Background: an optimization exercise with open tools, aiming at small area, a short achievable clock period and few clock cycles per item. Do not read the settings as production practice.
Where RTL was checked, it was by simulation tests only, not by an equivalence proof against the original.
For runs 1 and 2, only the layout was checked, not whether the RTL still works.
Power is estimated from default activity; no workload was simulated.

`flow/design.v`:
```
`timescale 1ns / 1ps
package lphs_pkg;
   localparam int SLOTS       = 16;
   localparam int CMD_W       = 2;
   localparam int REQ_KEY_W   = 32;
   localparam int STATUS_W    = 2;
   localparam int RSP_SLOT_W  = 4;
   localparam int RSP_COUNT_W = 5;
   localparam int MAX_W       = 5;
   localparam int CSR_ADDR_W  = 3;
   localparam int CSR_DATA_W  = 32;
   localparam logic [MAX_W-1:0] MAX_ENTRIES_RESET = MAX_W'(SLOTS * 7 / 10);
   localparam logic [CMD_W-1:0] CMD_INSERT = 2'd0;
   localparam logic [CMD_W-1:0] CMD_REMOVE = 2'd1;
   localparam logic [CMD_W-1:0] CMD_FIND   = 2'd2;
   localparam logic [STATUS_W-1:0] ST_OK        = 2'd0;
   localparam logic [STATUS_W-1:0] ST_NOT_FOUND = 2'd1;
   localparam logic [STATUS_W-1:0] ST_FULL      = 2'd2;
endpackage
`timescale 1ns / 1ps
module lphs_datapath (
   input  logic                                clock,
   input  logic                                reset,
   input  logic                                accept,
   input  logic [lphs_pkg::CMD_W-1:0]          cmd,
   input  logic [lphs_pkg::REQ_KEY_W-1:0]      key,
   input  logic [lphs_pkg::MAX_W-1:0]          max_entries,
   output logic                                res_valid,
   output logic [lphs_pkg::STATUS_W-1:0]       res_status,
   output logic [lphs_pkg::SLOTS-1:0]          res_sel,
   output logic [lphs_pkg::RSP_COUNT_W-1:0]    res_count
);
   localparam int N = lphs_pkg::SLOTS;
   logic [31:0]  key_q [N];
   logic [N-1:0] used_q, empty_q;
   logic [N-1:0] free_q;
   logic [4:0]   count_q;
   logic         v_q, ins_q, rem_q, rf_q;
   logic [31:0]  rkey_q;
   logic [N-1:0] eq_q;
   logic         eq_k;
   logic [N-1:0] eq_in;
   assign eq_k = (key == rkey_q);
   always_comb begin
      for (int s = 0; s < N; s++) begin
         eq_in[s] = free_q[s] ? eq_k : (key == key_q[s]);
      end
   end
   function automatic logic [N:0] below_or(input logic [N-1:0] x);
      logic [N/4-1:0] g;
      logic [N/4:0]   gp;
      for (int i = 0; i < N/4; i++) begin
         g[i] = |x[4*i +: 4];
      end
      gp[0] = 1'b0;
      for (int i = 0; i < N/4; i++) begin
         gp[i+1] = |(g & (N/4)'((1 << (i + 1)) - 1));
      end
      for (int s = 0; s < N; s++) begin
         below_or[s] = gp[s/4] | (|(x[4*(s/4) +: 4] & 4'((1 << (s % 4)) - 1)));
      end
      below_or[N] = gp[N/4];
   endfunction
   function automatic logic [N-1:0] circ_first(input logic [N-1:0] v, input logic [N-1:0] m);
      logic [N:0] p_h, p_v;
      p_h = below_or(v & m);
      p_v = below_or(v);
      for (int s = 0; s < N; s++) begin
         circ_first[s] = v[s] & (m[s] ? !p_h[s] : !(p_h[N] | p_v[s]));
      end
   endfunction
   function automatic logic [N-1:0] circ_before(input logic [N-1:0] v, input logic [N-1:0] m);
      logic [N:0] p_h, p_v;
      p_h = below_or(v & m);
      p_v = below_or(v);
      for (int s = 0; s < N; s++) begin
         circ_before[s] = m[s] ? !p_h[s] : !(p_h[N] | p_v[s]);
      end
   endfunction
   logic [N-1:0] m_in, m_q, match, first_ins, first_rf, reach, sel;
   logic         any_free, at_limit, ins_ok, hit;
   logic [4:0]   cnt_inc, cnt_dec, count_next;
   always_comb begin
      for (int s = 0; s < N; s++) begin
         m_in[s] = (4'(s) >= key[3:0]);
      end
   end
   assign match     = used_q & eq_q;
   assign first_ins = circ_first(~used_q, m_q);
   assign first_rf  = circ_first(empty_q | match, m_q);
   assign reach     = circ_before(empty_q, m_q);
   assign any_free = !(&used_q);
   assign at_limit = (count_q >= max_entries) || count_q[4];
   assign ins_ok   = ins_q && !at_limit && any_free;
   assign hit      = rf_q && |(match & reach);
   assign sel = ({N{ins_ok}} & first_ins) | ({N{rf_q}} & used_q & first_rf);
   assign cnt_inc    = count_q + 5'd1;
   assign cnt_dec    = count_q - 5'd1;
   assign count_next = ins_ok ? cnt_inc : ((rem_q && hit) ? cnt_dec : count_q);
   always_ff @(posedge clock) begin
      if (reset) begin
         v_q     <= 1'b0;
         ins_q   <= 1'b0;
         rem_q   <= 1'b0;
         rf_q    <= 1'b0;
         used_q  <= '0;
         free_q  <= '1;
         empty_q <= '1;
         count_q <= '0;
      end else begin
         v_q     <= accept;
         ins_q   <= accept && (cmd == lphs_pkg::CMD_INSERT);
         rem_q   <= accept && (cmd == lphs_pkg::CMD_REMOVE);
         rf_q    <= accept && (cmd == lphs_pkg::CMD_REMOVE || cmd == lphs_pkg::CMD_FIND);
         count_q <= count_next;
         for (int s = 0; s < N; s++) begin
            if (ins_ok && first_ins[s]) begin
               used_q[s]  <= 1'b1;
               free_q[s]  <= 1'b0;
               empty_q[s] <= 1'b0;
            end else if (rem_q && first_rf[s]) begin
               used_q[s]  <= 1'b0;
               free_q[s]  <= 1'b1;
            end
         end
      end
   end
   always_ff @(posedge clock) begin
      rkey_q <= key;
      m_q    <= m_in;
      eq_q   <= eq_in;
      for (int s = 0; s < N; s++) begin
         if (free_q[s]) begin
            key_q[s] <= rkey_q;
         end
      end
   end
   assign res_valid  = v_q;
   assign res_status = (ins_q && !ins_ok) ? lphs_pkg::ST_FULL :
                       ((ins_q || hit) ? lphs_pkg::ST_OK : lphs_pkg::ST_NOT_FOUND);
   assign res_sel    = sel;
   assign res_count  = count_next;
endmodule
`timescale 1ns / 1ps
module linear_probe_hash_set (
   input  logic                                clock,
   input  logic                                reset,
   input  logic                                req_valid,
   output logic                                req_stall,
   input  logic [lphs_pkg::CMD_W-1:0]          req_cmd,
   input  logic [lphs_pkg::REQ_KEY_W-1:0]      req_key,
   output logic                                rsp_valid,
   input  logic                                rsp_stall,
   output logic [lphs_pkg::STATUS_W-1:0]       rsp_status,
   output logic [lphs_pkg::RSP_SLOT_W-1:0]     rsp_slot,
   output logic [lphs_pkg::RSP_COUNT_W-1:0]    rsp_count,
   input  logic                                psel,
   input  logic                                penable,
   input  logic                                pwrite,
   input  logic [lphs_pkg::CSR_ADDR_W-1:0]     paddr,
   input  logic [lphs_pkg::CSR_DATA_W-1:0]     pwdata,
   output logic [lphs_pkg::CSR_DATA_W-1:0]     prdata,
   output logic                                pready
);
   localparam int RW = lphs_pkg::STATUS_W + lphs_pkg::RSP_SLOT_W + lphs_pkg::RSP_COUNT_W;
   logic [lphs_pkg::MAX_W-1:0] max_q;
   logic                       accept;
   logic                       res_valid;
   localparam int XW = lphs_pkg::STATUS_W + lphs_pkg::SLOTS + lphs_pkg::RSP_COUNT_W;
   logic [XW-1:0]              res;
   assign pready = 1'b1;
   logic sel_none_q;
   assign prdata = sel_none_q ? '0 : lphs_pkg::CSR_DATA_W'(max_q);
   always_ff @(posedge clock) begin
      sel_none_q <= paddr[2];
   end
   always_ff @(posedge clock) begin
      if (reset) begin
         max_q <= lphs_pkg::MAX_ENTRIES_RESET;
      end else if (psel && penable && pwrite && !paddr[2]) begin
         max_q <= pwdata[lphs_pkg::MAX_W-1:0];
      end
   end
   logic          r_v, r_move, r_v_in;
   logic [XW-1:0] r_q;
   logic [RW-1:0] r_ans;
   logic [3:0]    r_slot;
   always_comb begin
      r_slot = '0;
      for (int s = 0; s < lphs_pkg::SLOTS; s++) begin
         r_slot = r_slot | ({4{r_q[lphs_pkg::RSP_COUNT_W + s]}} & 4'(s));
      end
   end
   assign r_ans = {r_q[XW-1 -: lphs_pkg::STATUS_W], r_slot, r_q[lphs_pkg::RSP_COUNT_W-1:0]};
   logic [RW-1:0] q_q [3];
   logic [2:0]    occ_q, occ_in;
   logic [2:0]    wsel;
   logic          pop, stall_q;
   logic [3:0]    occ_x;
   assign rsp_valid = occ_q[0];
   assign pop       = occ_q[0] && !rsp_stall;
   assign occ_x     = {1'b0, occ_q};
   assign {rsp_status, rsp_slot, rsp_count} = q_q[0];
   assign r_move = r_v && (!occ_q[2] || pop);
   assign r_v_in = res_valid || (r_v && !r_move);
   always_comb begin
      for (int i = 0; i < 3; i++) begin
         wsel[i] = r_move && (pop ? (occ_x[i] && !occ_x[i+1])
                                  : (!occ_x[i] && (i == 0 || occ_x[i-1])));
      end
      occ_in = occ_q;
      if (r_move && !pop) begin
         occ_in = {occ_q[1:0], 1'b1};
      end else if (pop && !r_move) begin
         occ_in = {1'b0, occ_q[2:1]};
      end
   end
   assign req_stall = stall_q;
   assign accept    = req_valid && !stall_q;
   always_ff @(posedge clock) begin
      if (reset) begin
         r_v     <= 1'b0;
         occ_q   <= '0;
         stall_q <= 1'b0;
      end else begin
         r_v     <= r_v_in;
         occ_q   <= occ_in;
         stall_q <= (occ_in[2] && (accept || r_v_in)) || (occ_in[1] && accept && r_v_in);
      end
   end
   always_ff @(posedge clock) begin
      if (res_valid) begin
         r_q <= res;
      end
      for (int i = 0; i < 3; i++) begin
         if (wsel[i]) begin
            q_q[i] <= r_ans;
         end else if (pop && i < 2) begin
            q_q[i] <= q_q[i+1];
         end
      end
   end
   lphs_datapath u_dp (
      .clock       (clock),
      .reset       (reset),
      .accept      (accept),
      .cmd         (req_cmd),
      .key         (req_key),
      .max_entries (max_q),
      .res_valid   (res_valid),
      .res_status  (res[XW-1 -: lphs_pkg::STATUS_W]),
      .res_sel     (res[lphs_pkg::RSP_COUNT_W +: lphs_pkg::SLOTS]),
      .res_count   (res[lphs_pkg::RSP_COUNT_W-1:0])
   );
endmodule
```
`flow/run.sh`:
```
#!/bin/bash
# synth_recipe.tcl (not shown) runs the flow's synth.tcl, then flattens the netlist and writes it again
# the make line also repeats each setting of config.mk as NAME=value (left out here)
make -C /OpenROAD-flow-scripts/flow DESIGN_CONFIG=/design/flow/config.mk WORK_HOME=/design/flow/orfs CLKGATE_MAP_FILE= SYNTH_SCRIPT=/design/flow/synth_recipe.tcl finish
```
`flow/config.mk`:
```
export PLATFORM = sky130hd
export DESIGN_NAME = linear_probe_hash_set
export DESIGN_NICKNAME = linear_probe_hash_set
export VERILOG_FILES = /design/flow/design.v
export SDC_FILE = /design/flow/constraint.sdc
export NUM_CORES = 4
export LEC_CHECK = 0
export ABC_CLOCK_PERIOD_IN_PS = 2000
export CAP_MARGIN = 20
export CORE_MARGIN = 2
export CORE_UTILIZATION = 60
export CTS_BUF_LIST = sky130_fd_sc_hd__clkbuf_8
export CTS_CLUSTER_DIAMETER = 60
export CTS_CLUSTER_SIZE = 16
export SETUP_SLACK_MARGIN = 3.4
export SLEW_MARGIN = 20
```
`flow/constraint.sdc`:
```
create_clock -name core_clock -period 6.0 [get_ports {clock}]
set_input_delay 1.2000 -clock core_clock [delete_from_list [all_inputs] [get_ports {clock}]]
set_output_delay 1.2000 -clock core_clock [all_outputs]
set_load 0.01 [all_outputs]
```
==> flow_summary_export.csv, run 1 <==
group,metric,value,unit
power,ir_worst_vdd,245,uV
route,dr_total_vias,18800,
job,cap_violations,0,
cts,clk_latency,700,ps
timing,rsz0062_at_grt,"yes",
floorplan,fp-row-count,81,
worst_setup_path,end_kind,"flop",
run_status,outcome,"timing/DRC/antenna clean",
route,post_drt_wl_per_cell,28.6,um
power,netSwitchingPower,2180,uW
cts,cts_hold_buf,0,
worst_hold_path,hold_class,"reg -> reg",
layout,fin_cells,3015,
layout,layout.nets,2395,
synth,synthTopCellsByArea,"edfxtp_1, xnor2_1, dfxtp_1",
cts,clock_sinks,698,
route,wl,86400,um
route,met3_length,7350,um
grt,grt_max_degree,42,
synth,yosysUniqueCellTypes,74,
route,detail_route.first_pass.iterations,8,
place,post_dp_cell_area,31500,um^2
grt,track_usage,34.0,%
cts,clockBufferDepth,3,
synth,ys.flop_type,"edfxtp_1",
synth,synth_seq_cells,698,
floorplan,die-area,51500,um^2
layout,area_growth,12.2,%
timing,fin_crit_sh,48.2,%
cts,cts_buffers,52,
place,placed_cells,2869,
place,dp_hpwl,53800,um
synth,syn_inst,2163,
cts,clkTransAtPathRegs,100,ps
floorplan,core_area,49000,um^2
timing,tightest_slew,1230,ps
power,p_leak,0.0117,uW
power,combPwrFrac,9.4,%
cts,htreeDepth,2,
place,port_buffers,64,
route,routed.top_layer,"met5",
timing,finClkSkew,30.9,ps
timing,finalCriticalPeriod,2890,ps
worst_setup_path,startpoint_type,"flop",
synth,yosysWarnings,5,
layout,fillCellCount,3546,
layout,final_cell_mix,"edfxtp_1, xnor2_1, buf_4",
power,p_seq_share,62.8,%
worst_setup_path,path_class,"reg -> reg",
grt,antenna_found_initial,2,
timing,max_clock_freq,346,MHz
synth,ys_seq_area_share,65.9,%
synth,synth_area_per_cell,13.8,um^2
power,power_density,265,nW/um^2
floorplan,initial_utilization,60.9,%
route,wl_met2,41900,um
synth,yosysTopAreaCellShare,57.1,%
cts,cts_tree,"built",
route,routed_via_density,6.25,
worst_setup_path,cp_data_required_time,6580,ps
power,internal-power,6690,uW
grt,grt_pass1_vias,18000,
timing,max_slew_margin,18.0,%
floorplan,die_w,227,um
place,gp_congestion,0.882,
floorplan,num_io_pins,122,
grt,grt_pass1_wl,122000,um
layout,fin_area,33400,um^2
synth,synth_edf_count,567,
route,drc,0,
layout,layout_commonest_cell,"edfxtp_1",
route,ant_nets,0,
timing,setup_violations,0,
worst_setup_path,cp.arrival,3470,ps
layout,drive_above_1_share,16.0,%
timing,holdWs,445,ps
timing,maxSlewViolCount,0,
synth,synth.largest_area_cell,"edfxtp_1",
worst_setup_path,critPathMaxFanout,6,
power,switching_share,24.6,%
timing,tns,0,ps
synth,async_reset_ff_share,0,%
cts,clockRootBuffer,"clkbuf_8",
route,m1WireLength,33200,um
power,power_frac_clock,27.8,%
route,drt_iter0_markers,2365,
synth,netlist_area,29800,um^2
grt,gr-total-overflow,0,
floorplan,die_y,227,um
timing,hold_violations,0,
==> sequential cells by signal, indices dropped and copies added, names as in the netlist, 3 cells and up <==
name and cells:
u_dp.rkey_q 32, u_dp.eq_q 16, occ_q 3, r_q 22, u_dp.key_q 512, u_dp.count_q 5
u_dp.free_q 16, q_q 33, u_dp.empty_q 16, u_dp.m_q 15, u_dp.used_q 16, max_q 5
==> synthesized netlist by cell type (11+ instances only) <==
library cell and number:
nor3_1 47, dfxtp_1 131, a32o_1 11, inv_1 48, clkbuf_1 91, nand4_1 112, nand2b_1 13, xnor2_1 415
nand2_1 82, nand3_1 52, a21oi_1 46, nor2b_1 13, nor2_1 46, edfxtp_1 567, buf_4 31, buf_1 11
ha_1 11, xor2_1 116, mux2_2 17, a21o_1 46, o21ai_0 33, nor4_1 54
==> what timing repair did <==
item,CTS,global route
setup buffers,26,21
gates resized for setup,202,80
gates cloned,2,0
pin swaps,40,44
endpoints found under the setup margin,121,95
==> power by group through the flow <==
stage	clock network [uW]	logic [uW]	registers (uW)
2_1_floorplan	0	500	5670
6_report	2470	837	5570
4_1_cts	2500	818	5570
3_3_place_gp	0	793	5680
5_1_grt	2660	886	5600
3_5_place_dp	0	802	5690
==> cells by family (layout without fill, tap and decap cells) <==
logic type                 Yosys count  in the layout  synth area share [%]
other                                2             30                0.0252
DFF                                698            698                  65.9
AOI/OAI and AO/OA                  242            243                  5.75
muxes                               21             21                 0.781
and+or+nand+nor                    473            474                  8.73
xor gates and xnor gates           531            531                  15.6
adders and majority gates           11             11                 0.462
buffers and inverters              185            343                  2.74
==> metal layers <==
| metal | track usage (%) | vias up |
|---|---|---|
| met5 | 0 | - |
| met4 | 13.3 | 2 |
| met3 | 4.04 | 210 |
| met2 | 57.0 | 982 |
| met1 | 45.5 | 9523 |
| li1 | - | 8131 |
==> worst max-delay path, cell delays in order (launching register included) <==
cell      delay (ps)
dfxtp_2          330
buf_4            140
a222oi_1         520
nand3_1          250
nor4_4           330
buf_4            190
o211ai_1          80
and3_1           190
a31oi_4          190
buf_12           150
a31oi_4          100
mux2_4           310
==> worst paths after layout <==
path,cells past startpoint,to,slack (ps),from
setup / recovery,11,u_dp.count_q[2],3110,u_dp.empty_q[0]
hold reg to reg,0,u_dp.key_q[9][3],450,u_dp.rkey_q[3]
hold / removal,0,u_dp.key_q[9][3],450,u_dp.rkey_q[3]
setup reg to reg,11,u_dp.count_q[2],3110,u_dp.empty_q[0]
==> stage by stage <==
| step | power, uW | setup slack (ps) | utilization, % |
|---|---|---|---|
| 2_1_floorplan | 6170 | 3270 | - |
| 3_3_place_gp | 6470 | 1760 | 64.3 |
| 3_5_place_dp | 6490 | 1820 | 64.3 |
| 4_1_cts | 8890 | 3160 | 67.5 |
| 5_1_grt | 9140 | 3040 | 68.3 |
| 6_report | 8880 | 3110 | 68.3 |
==> cell type report <==
| class | count | area [um^2] | share of cell area [%] |
|---|---|---|---|
| sequential | 698 | 19700 | 59.0 |
| multi-input combinational | 1308 | 10000 | 30.0 |
| timing repair buffer | 200 | 1700 | 5.09 |
| tap | 664 | 831 | 2.48 |
| clock buffer | 55 | 757 | 2.26 |
| clock inverter | 40 | 210 | 0.628 |
| inverter | 48 | 180 | 0.539 |
| antenna | 2 | 5.00 | 0.0150 |
==> inputs of run 2 (changes only) <==
--- a/flow/design.v
+++ b/flow/design.v
@@ -169,11 +169,7 @@
    localparam int XW = lphs_pkg::STATUS_W + lphs_pkg::SLOTS + lphs_pkg::RSP_COUNT_W;
    logic [XW-1:0]              res;
    assign pready = 1'b1;
-   logic sel_none_q;
-   assign prdata = sel_none_q ? '0 : lphs_pkg::CSR_DATA_W'(max_q);
-   always_ff @(posedge clock) begin
-      sel_none_q <= paddr[2];
-   end
+   assign prdata = paddr[2] ? '0 : lphs_pkg::CSR_DATA_W'(max_q);
    always_ff @(posedge clock) begin
       if (reset) begin
          max_q <= lphs_pkg::MAX_ENTRIES_RESET;
@@ -192,50 +188,50 @@
       end
    end
    assign r_ans = {r_q[XW-1 -: lphs_pkg::STATUS_W], r_slot, r_q[lphs_pkg::RSP_COUNT_W-1:0]};
-   logic [RW-1:0] q_q [3];
-   logic [2:0]    occ_q, occ_in;
-   logic [2:0]    wsel;
-   logic          pop, stall_q;
-   logic [3:0]    occ_x;
+   logic [RW-1:0] q_q [2];
+   logic [1:0]    occ_q, occ_in;
+   logic [1:0]    wsel;
+   logic          pop, full_q;
+   logic [2:0]    occ_x;
    assign rsp_valid = occ_q[0];
    assign pop       = occ_q[0] && !rsp_stall;
    assign occ_x     = {1'b0, occ_q};
    assign {rsp_status, rsp_slot, rsp_count} = q_q[0];
-   assign r_move = r_v && (!occ_q[2] || pop);
+   assign r_move = r_v && (!occ_q[1] || pop);
    assign r_v_in = res_valid || (r_v && !r_move);
    always_comb begin
-      for (int i = 0; i < 3; i++) begin
+      for (int i = 0; i < 2; i++) begin
          wsel[i] = r_move && (pop ? (occ_x[i] && !occ_x[i+1])
                                   : (!occ_x[i] && (i == 0 || occ_x[i-1])));
       end
       occ_in = occ_q;
       if (r_move && !pop) begin
-         occ_in = {occ_q[1:0], 1'b1};
+         occ_in = {occ_q[0], 1'b1};
       end else if (pop && !r_move) begin
-         occ_in = {1'b0, occ_q[2:1]};
-      end
-   end
-   assign req_stall = stall_q;
-   assign accept    = req_valid && !stall_q;
+         occ_in = {1'b0, occ_q[1]};
+      end
+   end
+   assign req_stall = full_q && !pop;
+   assign accept    = req_valid && !req_stall;
    always_ff @(posedge clock) begin
       if (reset) begin
-         r_v     <= 1'b0;
-         occ_q   <= '0;
-         stall_q <= 1'b0;
+         r_v    <= 1'b0;
+         occ_q  <= '0;
+         full_q <= 1'b0;
       end else begin
-         r_v     <= r_v_in;
-         occ_q   <= occ_in;
-         stall_q <= (occ_in[2] && (accept || r_v_in)) || (occ_in[1] && accept && r_v_in);
+         r_v    <= r_v_in;
+         occ_q  <= occ_in;
+         full_q <= (occ_in[1] && (accept || r_v_in)) || (occ_in[0] && accept && r_v_in);
       end
    end
    always_ff @(posedge clock) begin
       if (res_valid) begin
          r_q <= res;
       end
-      for (int i = 0; i < 3; i++) begin
+      for (int i = 0; i < 2; i++) begin
          if (wsel[i]) begin
             q_q[i] <= r_ans;
-         end else if (pop && i < 2) begin
+         end else if (pop && i < 1) begin
             q_q[i] <= q_q[i+1];
          end
       end
==> flow_summary_export.csv, run 2 <==
group,metric,value,unit
synth,yosysUniqueCellTypes,77,
route,post_drt_wl_per_cell,29.4,um
place,gp_congestion,0.928,
worst_setup_path,reg2reg_to,"u_dp.empty_q[5]",
route,drc,0,
timing,finClkSkew,36.8,ps
timing,max_slew_margin,27.0,%
timing,rsz0062_at_grt,"yes",
layout,top_register,"u_dp.key_q",
power,p_leak,0.0118,uW
power,p_seq_share,61.1,%
synth,synth_edf_count,556,
worst_hold_path,hold_class,"reg -> reg",
synth,yosysMostFrequentCell,"edfxtp_1",
route,drt_iter0_markers,2338,
power,power_density,268,nW/um^2
timing,holdWs,435,ps
timing,setup_violations,0,
floorplan,num_io_pins,122,
route,wl,86300,um
worst_setup_path,startpoint_type,"primary input",
cts,clk_latency,710,ps
cts,clkTransAtPathRegs,100,ps
power,combPwrFrac,9.7,%
synth,ys_seq_area_share,66.0,%
floorplan,die_w,225,um
timing,hold_violations,0,
route,detail_route.first_pass.iterations,5,
synth,yosysWarnings,5,
layout,layout_commonest_cell,"edfxtp_1",
power,netSwitchingPower,2150,uW
worst_setup_path,cp.arrival,1680,ps
floorplan,fp-row-count,80,
synth,netlist_area,29200,um^2
layout,final_cell_mix,"edfxtp_1, xnor2_1, xor2_1",
place,placed_cells,2763,
timing,finalCriticalPeriod,2880,ps
layout,n_antenna_cell,0,
synth,synth_area_per_cell,13.8,um^2
grt,grt_pass1_vias,17700,
layout,fin_cells,2932,
floorplan,die-area,50500,um^2
power,switching_share,24.1,%
route,routed_via_density,6.23,
worst_setup_path,end_kind,"output port",
cts,clockRootBuffer,"clkbuf_8",
cts,cts_buffers,51,
worst_setup_path,r2r_start,"u_dp.used_q[2]",
synth,async_reset_ff_share,0,%
place,port_buffers,64,
timing,tns,0,ps
power,internal-power,6780,uW
worst_setup_path,crit_start,"rsp_stall",
place,dp_hpwl,53500,um
worst_hold_path,holdPathStages,0,
floorplan,die_y,225,um
synth,synth_seq_cells,685,
timing,fin_crit_sh,48.0,%
worst_setup_path,critPathMaxFanout,2,
layout,layout.nets,2361,
synth,synth.largest_area_cell,"edfxtp_1",
grt,track_usage,34.3,%
worst_hold_path,worst_hold_path.endpoint,"u_dp.key_q[10][27]",
cts,cts_hold_buf,0,
grt,gr-total-overflow,0,
layout,fillCellCount,3363,
layout,final_util,69.6,%
cts,htreeDepth,2,
route,ant_nets,0,
layout,area_growth,14.2,%
synth,ys.flop_type,"edfxtp_1",
power,ir_worst_vdd,215,uV
worst_setup_path,ff2ff_setup_slack,3250,ps
run_status,outcome,"timing/DRC/antenna clean",
worst_hold_path,min-delay-start,"u_dp.rkey_q[27]",
grt,antenna_found_initial,2,
floorplan,core_area,47900,um^2
power,finalPower,8930,uW
route,dr_total_vias,18300,
power,power_frac_clock,29.2,%
grt,grt_max_degree,67,
cts,clock_sinks,685,
layout,largest_reg_flops,512,
layout,biggestRegsByFlops,"u_dp.key_q (512), u_dp.rkey_q (32)",
job,cap_violations,0,
grt,grt_pass1_wl,122000,um
timing,tightest_slew,1100,ps
floorplan,initial_utilization,60.9,%
synth,yosysTopAreaCellShare,57.1,%
layout,drive_above_1_share,18.3,%
worst_setup_path,cp_data_required_time,4800,ps
timing,maxSlewViolCount,0,
synth,synthTopCellsByArea,"edfxtp_1, xnor2_1, dfxtp_1",
synth,ys_top_cells_by_count,"edfxtp_1, xnor2_1, xor2_1",
synth,syn_inst,2115,
worst_setup_path,path_class,"in -> out",
worst_setup_path,worstRegToRegCells,8,
timing,max_clock_freq,347,MHz
cts,clockBufferDepth,3,
cts,cts_tree,"built",
-- run 2: changes by cell type in the layout (fill, tap and decap cells not counted), sizes merged, moves of 7 or more --
cell    change
inv        -14
edfxtp     -11
buf        +19
nor2b       -7
xor2       +16
a21oi      +15
a21o       -11
or4         -7
-- run 2: critical path: stages --
cell and delay [ps]:
buf_8 100, nand2b_4 130, and2_4 140, buf_6 110
-- run 2: per-stage QoR --
step / setup slack (ps) / area [um^2]
CTS: 3120 / 32500
detailed placement: 1640 / 30700
global route: 3110 / 33400
global placement: 1630 / 30700
floorplan: 3330 / 29400
finish: 3120 / 33400
-- run 2: logic make-up after synthesis --
group | after synthesis | synth area share, %
AOI/OAI and AO/OA | 230 | 5.52
xor gates and xnor gates | 549 | 16.5
adders and majority gates | 9 | 0.385
buffers and inverters | 174 | 2.68
DFF | 685 | 66.0
muxes | 16 | 0.608
other | 2 | 0.0257
and+or+nand+nor | 450 | 8.34
-- run 2: final cells by class --
cell class,instances,area [um^2],share of cell area [%]
multi-input cells,1282,10000,30.0
well taps,615,769,2.31
clock inverters,42,338,1.01
inverters,38,145,0.435
clock buffers,52,716,2.15
repair buffers,218,2030,6.09
flip-flops and latches,685,19400,58.0
-- run 2: power by group through the flow --
stage / Sequential (uW) / Clock (uW) / Combinational, uW
2_1_floorplan: 5560 / 0 / 496
3_3_place_gp: 5560 / 0 / 787
3_5_place_dp: 5570 / 0 / 800
4_1_cts: 5460 / 2620 / 828
5_1_grt: 5480 / 2780 / 912
6_report: 5460 / 2600 / 866
-- run 2: what timing repair did --
item                       CTS  global route
cloned                       0             1
pin swaps                   29            54
setup buffers               34            39
setup endpoints to repair  108            82
gates resized for setup    216           127
-- run 2: worst max-delay path by stage --
stage / cells past startpoint / endpoint
after floorplan: 2 / req_stall
after global placement: 6 / u_dp.eq_q[6]
after detailed placement: 6 / u_dp.eq_q[0]
after CTS: 4 / req_stall
after global routing: 4 / req_stall
final: 4 / req_stall
-- run 2: metal layers --
metal	vias up	track usage, %	part of all wire [%]
met5	-	0	0
met4	0	12.0	3.6
met3	174	4.52	8.8
met2	899	55.2	48
met1	9222	48.6	40
li1	7957	-	-
==> inputs of run 3 (changes only) <==
--- a/flow/design.v
+++ b/flow/design.v
@@ -211,7 +211,7 @@
          occ_in = {1'b0, occ_q[1]};
       end
    end
-   assign req_stall = full_q && !pop;
+   assign req_stall = full_q && rsp_stall;
    assign accept    = req_valid && !req_stall;
    always_ff @(posedge clock) begin
       if (reset) begin
==> flow_summary_export.csv, run 3 <==
group,metric,value,unit
run_status,outcome,"timing/DRC/antenna clean",
route,post_drt_wl_per_cell,29.4,um
worst_setup_path,startpoint_type,"primary input",
layout,drive_above_1_share,16.7,%
worst_setup_path,end_kind,"output port",
route,drc,0,
worst_setup_path,cp_data_required_time,4800,ps
synth,synthTopCellsByArea,"edfxtp_1, xnor2_1, dfxtp_1",
power,power_density,266,nW/um^2
synth,ys_top_cells_by_count,"edfxtp_1, xnor2_1, xor2_1",
route,routed_via_density,6.28,
cts,cts_tree,"built",
synth,synth_seq_cells,685,
cts,clockRootBuffer,"clkbuf_8",
power,ir_worst_vdd,226,uV
worst_setup_path,critPathMaxFanout,2,
worst_setup_path,crit_start,"rsp_stall",
timing,fin_crit_sh,45.9,%
timing,maxSlewViolCount,0,
timing,max_slew_margin,27.1,%
synth,synth.largest_area_cell,"edfxtp_1",
cts,clockBufferDepth,3,
layout,area_growth,12.0,%
layout,fillCellCount,3409,
timing,holdWs,452,ps
synth,yosys.area_share.xor_xnor,16.3,%
floorplan,die-area,50600,um^2
layout,top_register,"u_dp.key_q",
timing,finalCriticalPeriod,2750,ps
synth,yosysTopAreaCellShare,57.0,%
cts,htreeDepth,2,
route,dr_total_vias,18300,
synth,synth_top_family_by_area,"XOR/XNOR gates",
grt,grt_pass1_wl,120000,um
cts,cts_buffers,51,
worst_setup_path,ff2ff_setup_slack,3290,ps
worst_setup_path,r2r_start,"u_dp.m_q[8]",
layout,largest_reg_flops,512,
grt,grt_max_degree,54,
timing,tns,0,ps
layout,layout_commonest_cell,"edfxtp_1",
worst_setup_path,cp.arrival,1550,ps
layout,biggestRegsByFlops,"u_dp.key_q (512), u_dp.rkey_q (32)",
layout,layout.nets,2346,
place,dp_hpwl,53700,um
route,drt_iter0_markers,2282,
power,p_leak,0.0118,uW
synth,synth_mux_area_share,0.786,%
grt,gr-total-overflow,0,
floorplan,core_area,47900,um^2
synth,synthSimpleGateAreaFrac,9.10,%
timing,finClkSkew,51.2,ps
worst_hold_path,min-delay-start,"r_q[1]",
route,detail_route.first_pass.iterations,6,
synth,netlist_area,29300,um^2
worst_hold_path,hold_class,"reg -> reg",
cts,clock_sinks,685,
grt,track_usage,33.8,%
timing,max_clock_freq,363,MHz
synth,synth-adder-area-share,0.385,%
synth,yosysUniqueCellTypes,77,
layout,final_util,68.4,%
cts,clkTransAtPathRegs,100,ps
floorplan,num_io_pins,122,
worst_hold_path,holdPathStages,0,
floorplan,initial_utilization,61.1,%
synth,ys_seq_area_share,65.9,%
synth,yosysWarnings,5,
synth,synth_area_per_cell,13.8,um^2
timing,tightest_slew,1090,ps
cts,clk_latency,720,ps
place,port_buffers,64,
route,wl,85800,um
timing,hold_violations,0,
timing,rsz0062_at_grt,"yes",
synth,synth_edf_count,556,
worst_setup_path,path_class,"in -> out",
floorplan,die_y,225,um
synth,syn_inst,2126,
route,ant_nets,0,
synth,yosysMostFrequentCell,"edfxtp_1",
grt,antenna_found_initial,5,
synth,synth-compound-area-share,5.00,%
synth,ys.flop_type,"edfxtp_1",
place,gp_congestion,0.900,
worst_setup_path,worstRegToRegCells,9,
floorplan,die_w,225,um
timing,setup_violations,0,
synth,async_reset_ff_share,0,%
job,cap_violations,0,
floorplan,fp-row-count,80,
grt,grt_pass1_vias,17400,
layout,final_cell_mix,"edfxtp_1, xnor2_1, xor2_1",
-- run 3: cell count changes in the layout (fill, tap and decap cells not counted), sizes merged, moves of 9 or more --
cell / before / now
nor2: 47 / 56
o21ai: 29 / 39
buf: 166 / 145
xnor2: 417 / 310
a21o: 36 / 27
xor2: 132 / 236
nor3: 51 / 39
a21oi: 61 / 47
nand2: 77 / 96
o21bai: 11 / 0
nand4: 116 / 95
nor4: 53 / 75
-- run 3: what timing repair did --
action | in CTS | in global routing
setup buffers | 20 | 25
endpoints found under the setup margin | 117 | 77
endpoints found under the hold margin | 0 | 0
hold buffers | 0 | 0
pin swaps | 20 | 39
gates resized for setup | 210 | 126
-- run 3: routing by layer --
metal  global-route usage, %  vias to the layer above  part of all wire [%]
met5                       0                        -                     0
met2                    52.2                      968                    46
met1                    49.5                     9284                    41
met3                    6.22                      138                   9.7
li1                        -                     7947                     -
met4                    9.87                        0                   2.8
-- run 3: where the power goes --
group / leakage, uW / total [uW] / switching, uW / internal [uW]
Combinational: 0.00427 / 836 / 506 / 330
Sequential: 0.00688 / 5450 / 117 / 5340
Clock: 0.000603 / 2440 / 1530 / 909
Total: 0.0118 / 8730 / 2150 / 6570
-- run 3: final cells by class --
type	instances	area, um^2	share of cell area, %
diodes	1	2.50	0.00763
clock buffers	55	757	2.31
clock inverters	40	214	0.652
inverters	31	116	0.355
multi-input cells	1301	9830	30.0
flip-flops and latches	685	19400	59.2
well taps	615	769	2.35
repair buffers	191	1690	5.16
-- run 3: logic make-up after synthesis --
| group | Yosys count |
|---|---|
| adders and majority gates | 9 |
| DFF | 685 |
| xor gates and xnor gates | 546 |
| and+or+nand+nor | 488 |
| muxes | 21 |
| buffers and inverters | 166 |
| AOI/OAI and AO/OA | 209 |
| other | 2 |
-- run 3: critical path, stage by stage --
cell and delay (ps):
buf_8 90, and2_4 150, buf_6 110
-- run 3: through the flow --
stage                     instances  setup WS, ps  instance area (um^2)  power, uW
after CTS                      2893          3210                 32200       8730
after floorplan                2152          3340                 29500       6040
after global routing           2919          3230                 32800       8970
after detailed placement       2778          1680                 30800       6350
after global placement         2778          1640                 30800       6330
final                          2919          3250                 32800       8730
-- run 3: worst paths after layout --
check | to
setup / recovery | req_stall
hold / removal | q_q[1][1]
setup reg to reg | u_dp.count_q[3]
hold reg to reg | q_q[1][1]
Testbench counts of run 3, summed over its fixed seeds: cycles 2,424, items 2,400.
==> inputs of run 4 (changes only) <==
--- a/flow/config.mk
+++ b/flow/config.mk
@@ -12,5 +12,5 @@
 export CTS_BUF_LIST = sky130_fd_sc_hd__clkbuf_8
 export CTS_CLUSTER_DIAMETER = 60
 export CTS_CLUSTER_SIZE = 16
-export SETUP_SLACK_MARGIN = 3.4
+export SETUP_SLACK_MARGIN = 3.3
 export SLEW_MARGIN = 20
==> flow_summary_export.csv, run 4 <==
group,metric,value,unit
grt,grt_max_degree,54,
route,ant_nets,0,
route,wl,85900,um
timing,hold_violations,0,
route,drt_iter0_markers,2497,
worst_setup_path,critPathMaxFanout,6,
timing,rsz0062_at_grt,"yes",
route,post_drt_wl_per_cell,29.6,um
cts,clk_latency,690,ps
floorplan,die_y,225,um
worst_setup_path,startpoint_type,"flop",
layout,n_antenna_cell,0,
layout,largest_reg_flops,512,
synth,syn_inst,2126,
power,combPwrFrac,9.4,%
timing,max_slew_margin,24.6,%
floorplan,num_io_pins,122,
cts,htreeDepth,2,
cts,clockBufferDepth,3,
synth,ys.flop_type,"edfxtp_1",
worst_setup_path,cp_data_required_time,6440,ps
synth,synth_edf_count,556,
grt,grt_pass1_vias,17800,
layout,final_cell_mix,"edfxtp_1, xnor2_1, xor2_1",
layout,layout.nets,2332,
layout,final_util,67.8,%
route,detail_route.first_pass.iterations,8,
timing,fin_crit_sh,46.4,%
power,switching_share,24.7,%
layout,top_register,"u_dp.key_q",
cts,clock_sinks,685,
floorplan,die_w,225,um
grt,gr-total-overflow,0,
job,cap_violations,0,
timing,maxSlewViolCount,0,
power,p_leak,0.0116,uW
floorplan,fp-row-count,80,
place,dp_hpwl,54200,um
layout,fillCellCount,3447,
route,dr_total_vias,18400,
timing,tightest_slew,1130,ps
route,drc,0,
power,ir_worst_vdd,295,uV
worst_setup_path,end_kind,"flop",
synth,synth_area_per_cell,13.8,um^2
synth,synthTopCellsByArea,"edfxtp_1, xnor2_1, dfxtp_1",
layout,area_growth,11.1,%
worst_hold_path,hold_class,"reg -> reg",
synth,synth.largest_area_cell,"edfxtp_1",
power,power_frac_clock,28.2,%
layout,drive_above_1_share,14.5,%
grt,track_usage,34.3,%
cts,clkTransAtPathRegs,100,ps
place,gp_congestion,0.952,
worst_setup_path,cp.arrival,3230,ps
timing,setup_violations,0,
power,p_seq_share,62.4,%
synth,yosysTopAreaCellShare,57.0,%
synth,synth_seq_cells,685,
synth,netlist_area,29300,um^2
synth,yosysWarnings,5,
layout,biggestRegsByFlops,"u_dp.key_q (512), u_dp.rkey_q (32)",
floorplan,initial_utilization,61.1,%
synth,yosysMostFrequentCell,"edfxtp_1",
power,internal-power,6590,uW
grt,antenna_found_initial,3,
grt,grt_pass1_wl,123000,um
layout,layout_commonest_cell,"edfxtp_1",
synth,async_reset_ff_share,0,%
timing,finClkSkew,40.8,ps
place,port_buffers,64,
floorplan,core_area,47900,um^2
cts,clockRootBuffer,"clkbuf_8",
power,netSwitchingPower,2160,uW
cts,cts_tree,"built",
synth,ys_seq_area_share,65.9,%
timing,tns,0,ps
power,power_density,269,nW/um^2
route,routed_via_density,6.33,
floorplan,die-area,50600,um^2
synth,ys_top_cells_by_count,"edfxtp_1, xnor2_1, xor2_1",
cts,cts_buffers,52,
worst_setup_path,path_class,"reg -> reg",
timing,max_clock_freq,359,MHz
timing,finalCriticalPeriod,2780,ps
synth,yosysUniqueCellTypes,77,
run_status,outcome,"timing/DRC/antenna clean",
[run 4: cell counts after synthesis]
Identical to the previous run, type by type.
[run 4: final timing paths]
kind / startpoint / to / slack [ps] / depth (start not counted)
setup / recovery: u_dp.empty_q[3] / r_q[1] / 3220 / 10
hold / removal: r_q[3] / q_q[1][3] / 450 / 0
setup reg to reg: u_dp.empty_q[3] / r_q[1] / 3220 / 10
hold reg to reg: r_q[3] / q_q[1][3] / 450 / 0
[run 4: cell type report]
class	count	area, um^2	share of cell area, %
sequential	685	19300	59.5
timing repair buffer	176	1560	4.79
clock buffer	56	771	2.37
clock inverter	41	236	0.727
tap	615	769	2.37
multi-input combinational	1301	9720	29.9
inverter	31	116	0.358
[run 4: routing by layer]
layer / part of all wire (%) / wire (um) / vias to the layer above / global-route usage, %
li1: - / - / 7910 / -
met1: 41 / 35600 / 9316 / 49.5
met2: 46 / 39400 / 1006 / 53.1
met3: 9.7 / 8360 / 149 / 6.53
met4: 3.1 / 2650 / 2 / 10.9
met5: 0.015 / 13 / - / 0
[run 4: stage by stage]
stage                     worst slack, ps  total power [uW]  hold WS, ps  instance area [um^2]  instances
final                                3220              8750          446                 32500       2905
after CTS                            3200              8740          454                 32200       2894
after global placement               1600              6330          430                 30800       2778
after floorplan                      3290              6040          422                 29400       2152
after global routing                 3120              9010          467                 32500       2905
after detailed placement             1520              6350          437                 30800       2778
[run 4: timing repair]
| item | 4_1_cts | 5_1_grt |
|---|---|---|
| resized for setup | 179 | 61 |
| setup endpoints to repair | 107 | 61 |
| buffers inserted | 19 | 11 |
| pin swaps | 15 | 19 |
| hold buffers | 0 | 0 |
[run 4: cell families (layout without fill, tap and decap cells)]
group	after synthesis	count (layout)	synth area share [%]
flops	685	685	65.9
buf+inv	166	304	2.50
mux	21	21	0.786
other cells	2	28	0.0257
fa+ha+maj	9	9	0.385
compound gates	209	209	5.00
xor+xnor	546	546	16.3
simple gates	488	488	9.10
[run 4: power groups by stage]
stage | combinational (uW) | clock, uW | sequential (uW)
after floorplan | 477 | 0 | 5560
after global placement | 766 | 0 | 5560
after detailed placement | 779 | 0 | 5570
after CTS | 795 | 2490 | 5460
after global routing | 868 | 2650 | 5490
final | 821 | 2470 | 5460
[run 4: worst max-delay path, cell delays in order (launching register included)]
cell	delay (ps)
dfxtp_2	410
nor3_1	100
and3_1	280
a41oi_1	290
nor3_2	110
or4_4	560
o211ai_4	200
buf_12	160
buf_4	110
mux2i_2	220
nand2_1	90
==> inputs of run 5 (changes only) <==
--- a/flow/design.v
+++ b/flow/design.v
@@ -33,7 +33,6 @@
    localparam int N = lphs_pkg::SLOTS;
    logic [31:0]  key_q [N];
    logic [N-1:0] used_q, empty_q;
-   logic [N-1:0] free_q;
    logic [4:0]   count_q;
    logic         v_q, ins_q, rem_q, rf_q;
    logic [31:0]  rkey_q;
@@ -43,7 +42,7 @@
    assign eq_k = (key == rkey_q);
    always_comb begin
       for (int s = 0; s < N; s++) begin
-         eq_in[s] = free_q[s] ? eq_k : (key == key_q[s]);
+         eq_in[s] = used_q[s] ? (key == key_q[s]) : eq_k;
       end
    end
    function automatic logic [N:0] below_or(input logic [N-1:0] x);
@@ -104,7 +103,6 @@
          rem_q   <= 1'b0;
          rf_q    <= 1'b0;
          used_q  <= '0;
-         free_q  <= '1;
          empty_q <= '1;
          count_q <= '0;
       end else begin
@@ -116,11 +114,9 @@
          for (int s = 0; s < N; s++) begin
             if (ins_ok && first_ins[s]) begin
                used_q[s]  <= 1'b1;
-               free_q[s]  <= 1'b0;
                empty_q[s] <= 1'b0;
             end else if (rem_q && first_rf[s]) begin
                used_q[s]  <= 1'b0;
-               free_q[s]  <= 1'b1;
             end
          end
       end
@@ -130,7 +126,7 @@
       m_q    <= m_in;
       eq_q   <= eq_in;
       for (int s = 0; s < N; s++) begin
-         if (free_q[s]) begin
+         if (!used_q[s]) begin
             key_q[s] <= rkey_q;
          end
       end
--- a/flow/config.mk
+++ b/flow/config.mk
@@ -12,5 +12,5 @@
 export CTS_BUF_LIST = sky130_fd_sc_hd__clkbuf_8
 export CTS_CLUSTER_DIAMETER = 60
 export CTS_CLUSTER_SIZE = 16
-export SETUP_SLACK_MARGIN = 3.3
+export SETUP_SLACK_MARGIN = 3.5
 export SLEW_MARGIN = 20
==> flow_summary_export.csv, run 5 <==
group,metric,value,unit
run_status,outcome,"timing/DRC/antenna clean",
cts,cts_tree,"built",
worst_setup_path,cp_slowest_stage_delay,130,ps
place,dp_hpwl,54300,um
route,drt_iter0_markers,2284,
synth,synth_area_per_cell,13.9,um^2
place,port_buffers,64,
power,ir_worst_vdd,225,uV
synth,ys_top_cells_by_count,"edfxtp_1, xnor2_1, xor2_1",
synth,synth_top_family_by_area,"XOR/XNOR gates",
synth,synth-compound-area-share,4.76,%
power,p_seq_share,62.1,%
worst_setup_path,startpoint_type,"primary input",
timing,setup_violations,0,
grt,track_usage,34.7,%
grt,grt_pass1_wl,122000,um
grt,grt_max_degree,36,
synth,ys.flop_type,"edfxtp_1",
floorplan,die-area,49800,um^2
cts,clkTransAtPathRegs,90,ps
timing,maxSlewViolCount,0,
floorplan,num_io_pins,122,
timing,hold_violations,0,
power,power_density,260,nW/um^2
route,dr_total_vias,18400,
layout,final_cell_mix,"edfxtp_1, xnor2_1, xor2_1",
timing,rsz0062_at_grt,"yes",
layout,layout.nets,2350,
cts,cts_buffers,50,
timing,finClkSkew,66.1,ps
timing,tns,0,ps
grt,antenna_found_initial,1,
timing,finalCriticalPeriod,2740,ps
synth,ys_seq_area_share,65.8,%
worst_setup_path,path_buf_inv,2,
worst_hold_path,hold_class,"reg -> reg",
power,combPwrFrac,10.0,%
worst_setup_path,path_class,"in -> out",
floorplan,core_area,47500,um^2
synth,async_reset_ff_share,0,%
power,internal-power,6460,uW
grt,grt_pass1_vias,17600,
synth,syn_inst,2066,
place,gp_congestion,0.890,
job,cap_violations,0,
layout,fillCellCount,3308,
timing,tightest_slew,1030,ps
synth,netlist_area,28800,um^2
route,drc,0,
synth,yosysMostFrequentCell,"edfxtp_1",
worst_setup_path,path_cells,"buf_8 -> and2_4 -> buf_6",
synth,yosysTopAreaCellShare,58.0,%
route,detail_route.first_pass.iterations,6,
power,power_frac_clock,27.9,%
timing,fin_crit_sh,45.6,%
synth,yosys.area_share.xor_xnor,16.5,%
floorplan,fp-row-count,80,
layout,area_growth,14.9,%
worst_setup_path,cp_top_family,"buffers and inverters",
floorplan,initial_utilization,60.6,%
synth,synth_mux_area_share,0.678,%
worst_setup_path,cp.arrival,1540,ps
layout,top_register,"u_dp.key_q",
route,wl,87100,um
synth,yosysWarnings,5,
layout,biggestRegsByFlops,"u_dp.key_q (512), u_dp.rkey_q (32)",
synth,synth_seq_cells,669,
cts,clk_latency,710,ps
cts,htreeDepth,2,
timing,max_slew_margin,31.2,%
power,p_leak,0.0120,uW
route,ant_nets,0,
layout,multi_input_comb_area,9900,um^2
layout,seq_area,19100,um^2
cts,clock_sinks,669,
synth,synth.largest_area_cell,"edfxtp_1",
layout,largest_reg_flops,512,
synth,synthSimpleGateAreaFrac,8.75,%
cts,clockBufferDepth,3,
worst_setup_path,cp_slowest_cell,"and2_4",
power,netSwitchingPower,2140,uW
layout,drive_above_1_share,20.8,%
route,post_drt_wl_per_cell,29.8,um
route,routed_via_density,6.30,
power,switching_share,24.9,%
worst_setup_path,end_kind,"output port",
synth,synthTopCellsByArea,"edfxtp_1, xnor2_1, dfxtp_1",
timing,max_clock_freq,366,MHz
layout,layout_commonest_cell,"edfxtp_1",
floorplan,die_y,223,um
timing,holdWs,447,ps
synth,synth-adder-area-share,0.391,%
cts,cts_hold_buf,0,
worst_setup_path,ff2ff_setup_slack,3370,ps
grt,gr-total-overflow,0,
cts,clockRootBuffer,"clkbuf_8",
worst_setup_path,cp_data_required_time,4800,ps
floorplan,die_w,223,um
synth,yosysUniqueCellTypes,85,
synth,synth_edf_count,556,
worst_setup_path,critPathMaxFanout,2,
==> run 5: changes by cell type after synthesis, moves of 11 or more <==
cell / before / now
a21o_1: 27 / 15
o22ai_1: 5 / 16
nor2_1: 56 / 33
nand2_1: 95 / 81
clkbuf_1: 97 / 83
inv_1: 31 / 43
dfxtp_1: 129 / 113
a21oi_1: 47 / 36
==> run 5: logic make-up (layout without fill, tap and decap cells) <==
kind of cell | after synthesis | count (layout)
other | 2 | 31
flip-flops | 669 | 669
XOR/XNOR | 544 | 544
multiplexers | 18 | 18
adder cells (fa/ha/maj) | 9 | 9
AO/OA/AOI/OAI | 194 | 194
AND/OR/NAND/NOR | 448 | 448
buffers and inverters | 182 | 395
==> run 5: path summary, 6_finish.rpt <==
kind / start / endpoint / cells past startpoint
max reg2reg: u_dp.m_q[8] / r_q[1] / 9
min: u_dp.rkey_q[6] / u_dp.key_q[3][6] / 0
max: rsp_stall / req_stall / 3
min reg2reg: u_dp.rkey_q[6] / u_dp.key_q[3][6] / 0
==> run 5: final cells by class <==
cell class	count	share of cell area [%]
Inverter	43	0.514
Timing Repair inverter	1	0.0151
Clock inverter	38	0.612
Tap cell	615	2.33
Clock buffer	54	2.25
Timing Repair Buffer	259	6.78
Antenna cell	3	0.0227
Sequential cell	669	57.6
Multi-Input combinational cell	1241	29.9
==> run 5: power groups by stage <==
stage | Clock (uW) | Combinational [uW] | Sequential, uW
after global routing | 2560 | 905 | 5370
after detailed placement | 0 | 785 | 5460
final | 2400 | 862 | 5340
after global placement | 0 | 776 | 5450
after CTS | 2420 | 816 | 5340
after floorplan | 0 | 487 | 5450
==> run 5: layer usage <==
metal,share of wire [%],global-route usage (%),vias to the layer above
met5,0.021,0,-
met4,3.6,12.2,2
met3,8.7,5.33,202
met2,49,57.9,961
met1,39,46.8,9379
li1,-,-,7878
==> run 5: metrics by stage <==
stage | util (%) | total power [uW] | instance area (um^2) | std cells | setup slack [ps]
finish | 69.6 | 8610 | 33100 | 2923 | 3260
floorplan | - | 5930 | 29100 | 2092 | 3220
detailed placement | 63.9 | 6240 | 30400 | 2729 | 1580
global placement | 63.9 | 6220 | 30400 | 2729 | 1510
CTS | 68.0 | 8570 | 32300 | 2873 | 3270
global route | 69.6 | 8830 | 33100 | 2920 | 3260
==> run 5: timing repair <==
item | in CTS | in global routing
setup buffers | 51 | 46
gates cloned | 1 | 0
gates resized for setup | 308 | 104
setup endpoints to repair | 99 | 71
pin swaps | 32 | 41
Testbench counts of run 5, summed over its fixed seeds: cycles 2,424, items 2,400.
==> inputs of run 6 (changes only) <==
--- a/flow/config.mk
+++ b/flow/config.mk
@@ -12,5 +12,5 @@
 export CTS_BUF_LIST = sky130_fd_sc_hd__clkbuf_8
 export CTS_CLUSTER_DIAMETER = 60
 export CTS_CLUSTER_SIZE = 16
-export SETUP_SLACK_MARGIN = 3.5
+export SETUP_SLACK_MARGIN = 3.4
 export SLEW_MARGIN = 20
==> flow_summary_export.csv, run 6 <==
group,metric,value,unit
cts,cts_buffers,51,
cts,cts_tree,"built",
synth,synth_mux_area_share,0.678,%
route,detail_route.first_pass.iterations,5,
synth,synth-adder-area-share,0.391,%
worst_setup_path,cp.arrival,1560,ps
route,dr_total_vias,18000,
layout,fillCellCount,3429,
route,routed_via_density,6.24,
layout,biggestRegsByFlops,"u_dp.key_q (512), u_dp.rkey_q (32)",
grt,grt_max_degree,36,
worst_hold_path,min-delay-start,"r_q[21]",
cts,clockBufferDepth,3,
grt,antenna_found_initial,1,
floorplan,core_area,47500,um^2
layout,largest_reg_flops,512,
route,post_drt_wl_per_cell,29.9,um
layout,drive_above_1_share,16.7,%
layout,area_growth,12.4,%
timing,rsz0062_at_grt,"yes",
route,drc,0,
worst_setup_path,cp_slowest_stage_delay,150,ps
job,cap_violations,0,
synth,synth_top_family_by_area,"XOR/XNOR gates",
layout,final_cell_mix,"edfxtp_1, xnor2_1, xor2_1",
floorplan,num_io_pins,122,
synth,ys.flop_type,"edfxtp_1",
layout,seq_area,19000,um^2
power,internal-power,6490,uW
timing,finClkSkew,47.5,ps
place,post_dp_cell_area,30400,um^2
synth,synthTopCellsByArea,"edfxtp_1, xnor2_1, dfxtp_1",
synth,syn_inst,2066,
worst_hold_path,hold_class,"reg -> reg",
worst_setup_path,reg2reg_to,"r_q[1]",
power,power_frac_clock,28.5,%
worst_setup_path,ff2ff_setup_slack,3380,ps
power,combPwrFrac,9.5,%
synth,yosysUniqueCellTypes,85,
grt,grt_pass1_vias,17100,
layout,top_register,"u_dp.key_q",
worst_setup_path,path_class,"in -> out",
worst_setup_path,worstRegToRegCells,8,
place,gp_congestion,0.931,
synth,synth.largest_area_cell,"edfxtp_1",
timing,max_clock_freq,362,MHz
layout,layout_commonest_cell,"edfxtp_1",
synth,ys_seq_area_share,65.8,%
synth,synth_edf_count,556,
floorplan,die_y,223,um
timing,fin_crit_sh,46.0,%
synth,yosysMostFrequentCell,"edfxtp_1",
floorplan,die_w,223,um
synth,async_reset_ff_share,0,%
synth,yosysTopAreaCellShare,58.0,%
timing,hold_violations,0,
worst_setup_path,cp_slowest_cell,"and2_4",
run_status,outcome,"timing/DRC/antenna clean",
layout,layout.nets,2303,
power,p_leak,0.0117,uW
worst_setup_path,cp_data_required_time,4800,ps
timing,tightest_slew,1100,ps
timing,finalCriticalPeriod,2760,ps
layout,multi_input_comb_area,9620,um^2
place,dp_hpwl,55300,um
worst_setup_path,critPathMaxFanout,4,
route,ant_nets,0,
floorplan,initial_utilization,60.6,%
floorplan,die-area,49800,um^2
worst_setup_path,endpoint,"req_stall",
layout,fin_area,32400,um^2
power,switching_share,24.9,%
synth,yosysWarnings,5,
route,wl,86000,um
cts,clock_sinks,669,
place,port_buffers,64,
cts,clk_latency,710,ps
synth,synth_seq_cells,669,
worst_setup_path,crit_start,"rsp_stall",
cts,clkTransAtPathRegs,100,ps
route,drt_iter0_markers,2072,
power,ir_worst_vdd,246,uV
cts,htreeDepth,2,
timing,setup_violations,0,
timing,maxSlewViolCount,0,
grt,gr-total-overflow,0,
cts,clockRootBuffer,"clkbuf_8",
power,p_seq_share,62.0,%
synth,synthSimpleGateAreaFrac,8.75,%
synth,synth-compound-area-share,4.76,%
worst_setup_path,r2r_start,"u_dp.empty_q[0]",
worst_setup_path,end_kind,"output port",
synth,yosys.area_share.xor_xnor,16.5,%
synth,ys_top_cells_by_count,"edfxtp_1, xnor2_1, xor2_1",
power,power_density,267,nW/um^2
power,netSwitchingPower,2150,uW
timing,tns,0,ps
worst_setup_path,path_cells,"buf_8 -> and2_4 -> buf_6",
synth,netlist_area,28800,um^2
timing,max_slew_margin,26.9,%
grt,grt_pass1_wl,121000,um
grt,track_usage,34.7,%
worst_setup_path,startpoint_type,"primary input",
synth,synth_area_per_cell,13.9,um^2
floorplan,fp-row-count,80,
[run 6: changes by cell type in the layout (fill, tap and decap cells not counted), moves of 6 or more]
cell / delta
buf_12: -11
buf_2: -17
buf_4: -34
dfxtp_4: -6
dlygate4sd2_1: +12
nor4_1: +6
[run 6: how the worst min path moves through the flow]
stage	depth (start not counted)	slack [ps]	to
2_1_floorplan	0	420	q_q[1][0]
3_3_place_gp	0	440	q_q[1][1]
3_5_place_dp	0	430	q_q[1][3]
4_1_cts	0	460	q_q[1][9]
5_1_grt	0	470	q_q[1][3]
6_report	0	460	q_q[1][9]
[run 6: kinds of logic (layout without fill, tap and decap cells)]
| group | count (synthesis) | after routing |
|---|---|---|
| mux | 18 | 18 |
| flops | 669 | 669 |
| buf+inv | 182 | 350 |
| compound gates | 194 | 194 |
| other cells | 2 | 31 |
| simple gates | 448 | 448 |
| xor+xnor | 544 | 544 |
| fa+ha+maj | 9 | 9 |
[run 6: worst max-delay path: cells and delay by family]
kind | cells | cell delay, ps
buffers and inverters | 2 | 210
AND/OR/NAND/NOR | 1 | 150
[run 6: per-layer routing]
metal | part of all wire [%] | wire, um | track usage, % | vias up
li1 | - | - | - | 7799
met1 | 39 | 33400 | 47.0 | 9075
met2 | 48 | 41300 | 57.0 | 902
met3 | 8.7 | 7460 | 5.14 | 192
met4 | 4.5 | 3840 | 13.6 | 0
met5 | 0 | 0 | 0 | -
[run 6: timing repair]
| action | 4_1_cts | 5_1_grt |
|---|---|---|
| resized for setup | 199 | 73 |
| buffers inserted | 26 | 20 |
| gates cloned | 1 | 0 |
| endpoints found under the hold margin | 0 | 0 |
| setup endpoints to repair | 93 | 54 |
| pin swaps | 20 | 37 |
| hold buffers | 0 | 0 |
[run 6: cell type report]
class | instances | share of cell area, %
Sequential cell | 669 | 58.8
Multi-Input combinational cell | 1241 | 29.7
Timing Repair Buffer | 211 | 5.54
Tap cell | 615 | 2.38
Clock buffer | 53 | 2.25
Clock inverter | 42 | 0.796
Inverter | 43 | 0.522
Timing Repair inverter | 1 | 0.0232
Antenna cell | 3 | 0.0232
[run 6: power by group through the flow]
stage	clock, uW	combinational, uW	sequential (uW)
6_report	2460	821	5350
5_1_grt	2620	864	5370
4_1_cts	2480	800	5350
3_5_place_dp	0	782	5460
3_3_place_gp	0	770	5450
2_1_floorplan	0	483	5450
[run 6: per-stage QoR]
stage	total power [uW]	util, %	instances	hold slack [ps]	setup slack (ps)
3_5_place_dp	6240	63.9	2733	433	1720
4_1_cts	8630	67.3	2855	461	3200
5_1_grt	8860	68.1	2875	474	3230
2_1_floorplan	5930	-	2092	422	3220
6_report	8630	68.1	2878	456	3240
3_3_place_gp	6220	63.9	2733	435	1760
==> inputs of run 7 (changes only) <==
--- a/flow/config.mk
+++ b/flow/config.mk
@@ -12,5 +12,6 @@
 export CTS_BUF_LIST = sky130_fd_sc_hd__clkbuf_8
 export CTS_CLUSTER_DIAMETER = 60
 export CTS_CLUSTER_SIZE = 16
+export GPL_ROUTABILITY_DRIVEN = 0
 export SETUP_SLACK_MARGIN = 3.4
 export SLEW_MARGIN = 20
==> flow_summary_export.csv, run 7 <==
group,metric,value,unit
layout,final_util,68.5,%
layout,top_register,"u_dp.key_q",
layout,n_antenna_cell,0,
grt,grt_pass1_vias,17100,
synth,ys.flop_type,"edfxtp_1",
floorplan,die_y,223,um
worst_setup_path,cp_top_family,"buffers and inverters",
layout,area_growth,13.0,%
worst_setup_path,end_kind,"output port",
worst_setup_path,cp_data_required_time,4800,ps
grt,track_usage,34.4,%
layout,fillCellCount,3377,
run_status,outcome,"timing/DRC/antenna clean",
grt,grtUsageMet3,5.83,%
route,detail_route.first_pass.iterations,8,
power,p_leak,0.0117,uW
power,power_density,267,nW/um^2
floorplan,core_area,47500,um^2
place,dp_hpwl,52200,um
synth,yosysMostFrequentCell,"edfxtp_1",
timing,setup_violations,0,
timing,hold_violations,0,
route,drc,0,
grt,globalRouteMet1Util,47.4,%
cts,cts_buffers,50,
cts,cts_hold_buf,0,
synth,netlist_area,28800,um^2
route,wl,85500,um
timing,finalCriticalPeriod,2740,ps
worst_setup_path,path_class,"in -> out",
synth,synth_edf_count,556,
grt,gr-total-overflow,0,
grt,grt_pass1_wl,121000,um
grt,grt_max_degree,36,
synth,syn_inst,2066,
worst_hold_path,min-delay-start,"r_q[1]",
timing,max_slew_margin,19.3,%
layout,seq_area,19000,um^2
worst_hold_path,hold_class,"reg -> reg",
synth,ys_seq_area_share,65.8,%
layout,biggestRegsByFlops,"u_dp.key_q (512), u_dp.rkey_q (32)",
layout,drive_above_1_share,17.1,%
route,post_drt_wl_per_cell,29.6,um
cts,clkTransAtPathRegs,90,ps
timing,maxSlewViolCount,0,
timing,finClkSkew,24.5,ps
floorplan,die_w,223,um
floorplan,initial_utilization,60.6,%
cts,clock_sinks,669,
power,ir_worst_vdd,234,uV
layout,multi_input_comb_area,9560,um^2
cts,clockBufferDepth,3,
layout,layout.nets,2315,
synth,yosysTopAreaCellShare,58.0,%
synth,yosysWarnings,5,
worst_setup_path,crit_start,"paddr[2]",
worst_setup_path,cp_slowest_cell,"buf_2",
floorplan,fp-row-count,80,
worst_setup_path,path_buf_inv,2,
worst_setup_path,cp.arrival,1540,ps
synth,async_reset_ff_share,0,%
synth,synthTopCellsByArea,"edfxtp_1, xnor2_1, dfxtp_1",
synth,yosysUniqueCellTypes,85,
route,routed_via_density,6.37,
place,port_buffers,64,
worst_setup_path,r2r_start,"u_dp.used_q[1]",
cts,htreeDepth,2,
worst_setup_path,startpoint_type,"primary input",
layout,layout_commonest_cell,"edfxtp_1",
synth,ys_top_cells_by_count,"edfxtp_1, xnor2_1, xor2_1",
timing,rsz0062_at_grt,"yes",
floorplan,die-area,49800,um^2
synth,synth.largest_area_cell,"edfxtp_1",
route,dr_total_vias,18400,
synth,synth_seq_cells,669,
timing,fin_crit_sh,45.7,%
timing,max_clock_freq,365,MHz
worst_setup_path,path_cells,"buf_12 -> nor2b_1 -> buf_2",
job,cap_violations,0,
worst_setup_path,ff2ff_setup_slack,3390,ps
cts,cts_tree,"built",
grt,top_usage_layer,"met2",
timing,tightest_slew,1210,ps
layout,largest_reg_flops,512,
worst_setup_path,cp_slowest_stage_delay,140,ps
synth,synth_area_per_cell,13.9,um^2
route,drt_iter0_markers,2530,
layout,final_cell_mix,"edfxtp_1, xnor2_1, xor2_1",
route,ant_nets,0,
cts,clockRootBuffer,"clkbuf_8",
floorplan,num_io_pins,122,
grt,met2_usage,54.6,%
timing,tns,0,ps
worst_setup_path,critPathMaxFanout,6,
grt,antenna_found_initial,0,
cts,clk_latency,680,ps
==> run 7: cell types whose count changed in the layout (fill, tap and decap cells not counted), moves of 4 or more <==
cell             previous run  this run
buf_12                      3        16
buf_6                      17         7
clkdlybuf4s15_2            13         5
buf_2                       7        14
clkdlybuf4s50_1            18        24
buf_4                     133       137
buf_8                       1         5
==> run 7: logic make-up (layout without fill, tap and decap cells) <==
| logic type | after synthesis | count (layout) | synth area share [%] |
|---|---|---|---|
| flops | 669 | 669 | 65.8 |
| xor+xnor | 544 | 544 | 16.5 |
| simple gates | 448 | 448 | 8.75 |
| compound gates | 194 | 194 | 4.76 |
| buf+inv | 182 | 359 | 3.05 |
| mux | 18 | 18 | 0.678 |
| fa+ha+maj | 9 | 9 | 0.391 |
| other cells | 2 | 28 | 0.0261 |
==> run 7: path summary, 6_finish.rpt <==
path | depth (start not counted) | end
max | 3 | prdata[0]
max reg2reg | 8 | r_q[3]
min reg2reg | 0 | q_q[1][1]
min | 0 | q_q[1][1]
==> run 7: area by class of cell <==
class,instances,area share (%)
clock inverters,38,0.819
well taps,615,2.36
flip-flops and latches,669,58.5
clock buffers,53,2.24
repair inverters,1,0.0154
multi-input cells,1241,29.4
inverters,43,0.519
repair buffers,224,6.19
==> run 7: what timing repair did <==
item,4_1_cts,5_1_grt
endpoints found under the hold margin,0,0
gates cloned,1,0
pin swaps,24,29
gates resized for setup,185,100
buffers inserted,28,42
endpoints found under the setup margin,91,74
==> run 7: per-layer routing <==
layer	part of all wire, %	wire length [um]
met1	40	33800
met2	47	40200
met3	9.5	8130
met4	3.9	3360
met5	0	0
==> run 7: where the power goes <==
part	switching, uW	total, uW	internal (uW)	leakage [uW]
combinational	509	846	337	0.00433
clock	1480	2490	1000	0.000608
sequential	118	5350	5230	0.00676
total	2110	8680	6570	0.0117
==> run 7: stage by stage <==
step / cells / instance area (um^2) / total power [uW] / worst slack [ps] / hold slack (ps)
6_report: 2884 / 32500 / 8680 / 3260 / 463
5_1_grt: 2884 / 32500 / 8930 / 3250 / 477
2_1_floorplan: 2092 / 29000 / 5930 / 3220 / 422
3_3_place_gp: 2722 / 30300 / 6220 / 1700 / 437
3_5_place_dp: 2722 / 30300 / 6240 / 1670 / 442
4_1_cts: 2842 / 31900 / 8660 / 3190 / 466

[port drivers added, routing unchanged]
Ports are ideal in the flow. The routed layouts listed here were re-timed in OpenROAD.
Step 1 (the two cells are an assumption about what drives the block):
set clk [get_ports {clock}]
set_driving_cell -lib_cell sky130_fd_sc_hd__clkbuf_16 $clk
set_driving_cell -lib_cell sky130_fd_sc_hd__buf_2 [delete_from_list [all_inputs] $clk]
Step 2 also shifts input and output timing later by t, the mid clock arrival at the registers, as if the neighbouring blocks saw the same clock.
Three values: no drivers, after step 1, after step 2; two values: the first two.
run	t (ns)	setup slack, ns	worst setup path at the end
run 1	0.744	3.108 / 3.108 / 2.696	input to register
run 2	0.752	3.120 / 3.082 / 2.622	input to register
run 3	0.749	3.247 / 3.194 / 2.657	input to register
run 4	0.727	3.215 / 3.212 / 2.542	input to register
run 5	0.735	3.264 / 3.226 / 2.763	input to register
run 6	0.742	3.238 / 3.199 / 2.659	input to register
run 7	0.721	3.258 / 3.212 / 2.678	input to register
After both steps setup and hold are still met in every run listed. The setup slack of run 4, which loses most, moves by -0.003 ns with the drivers and by -0.673 ns with both steps.
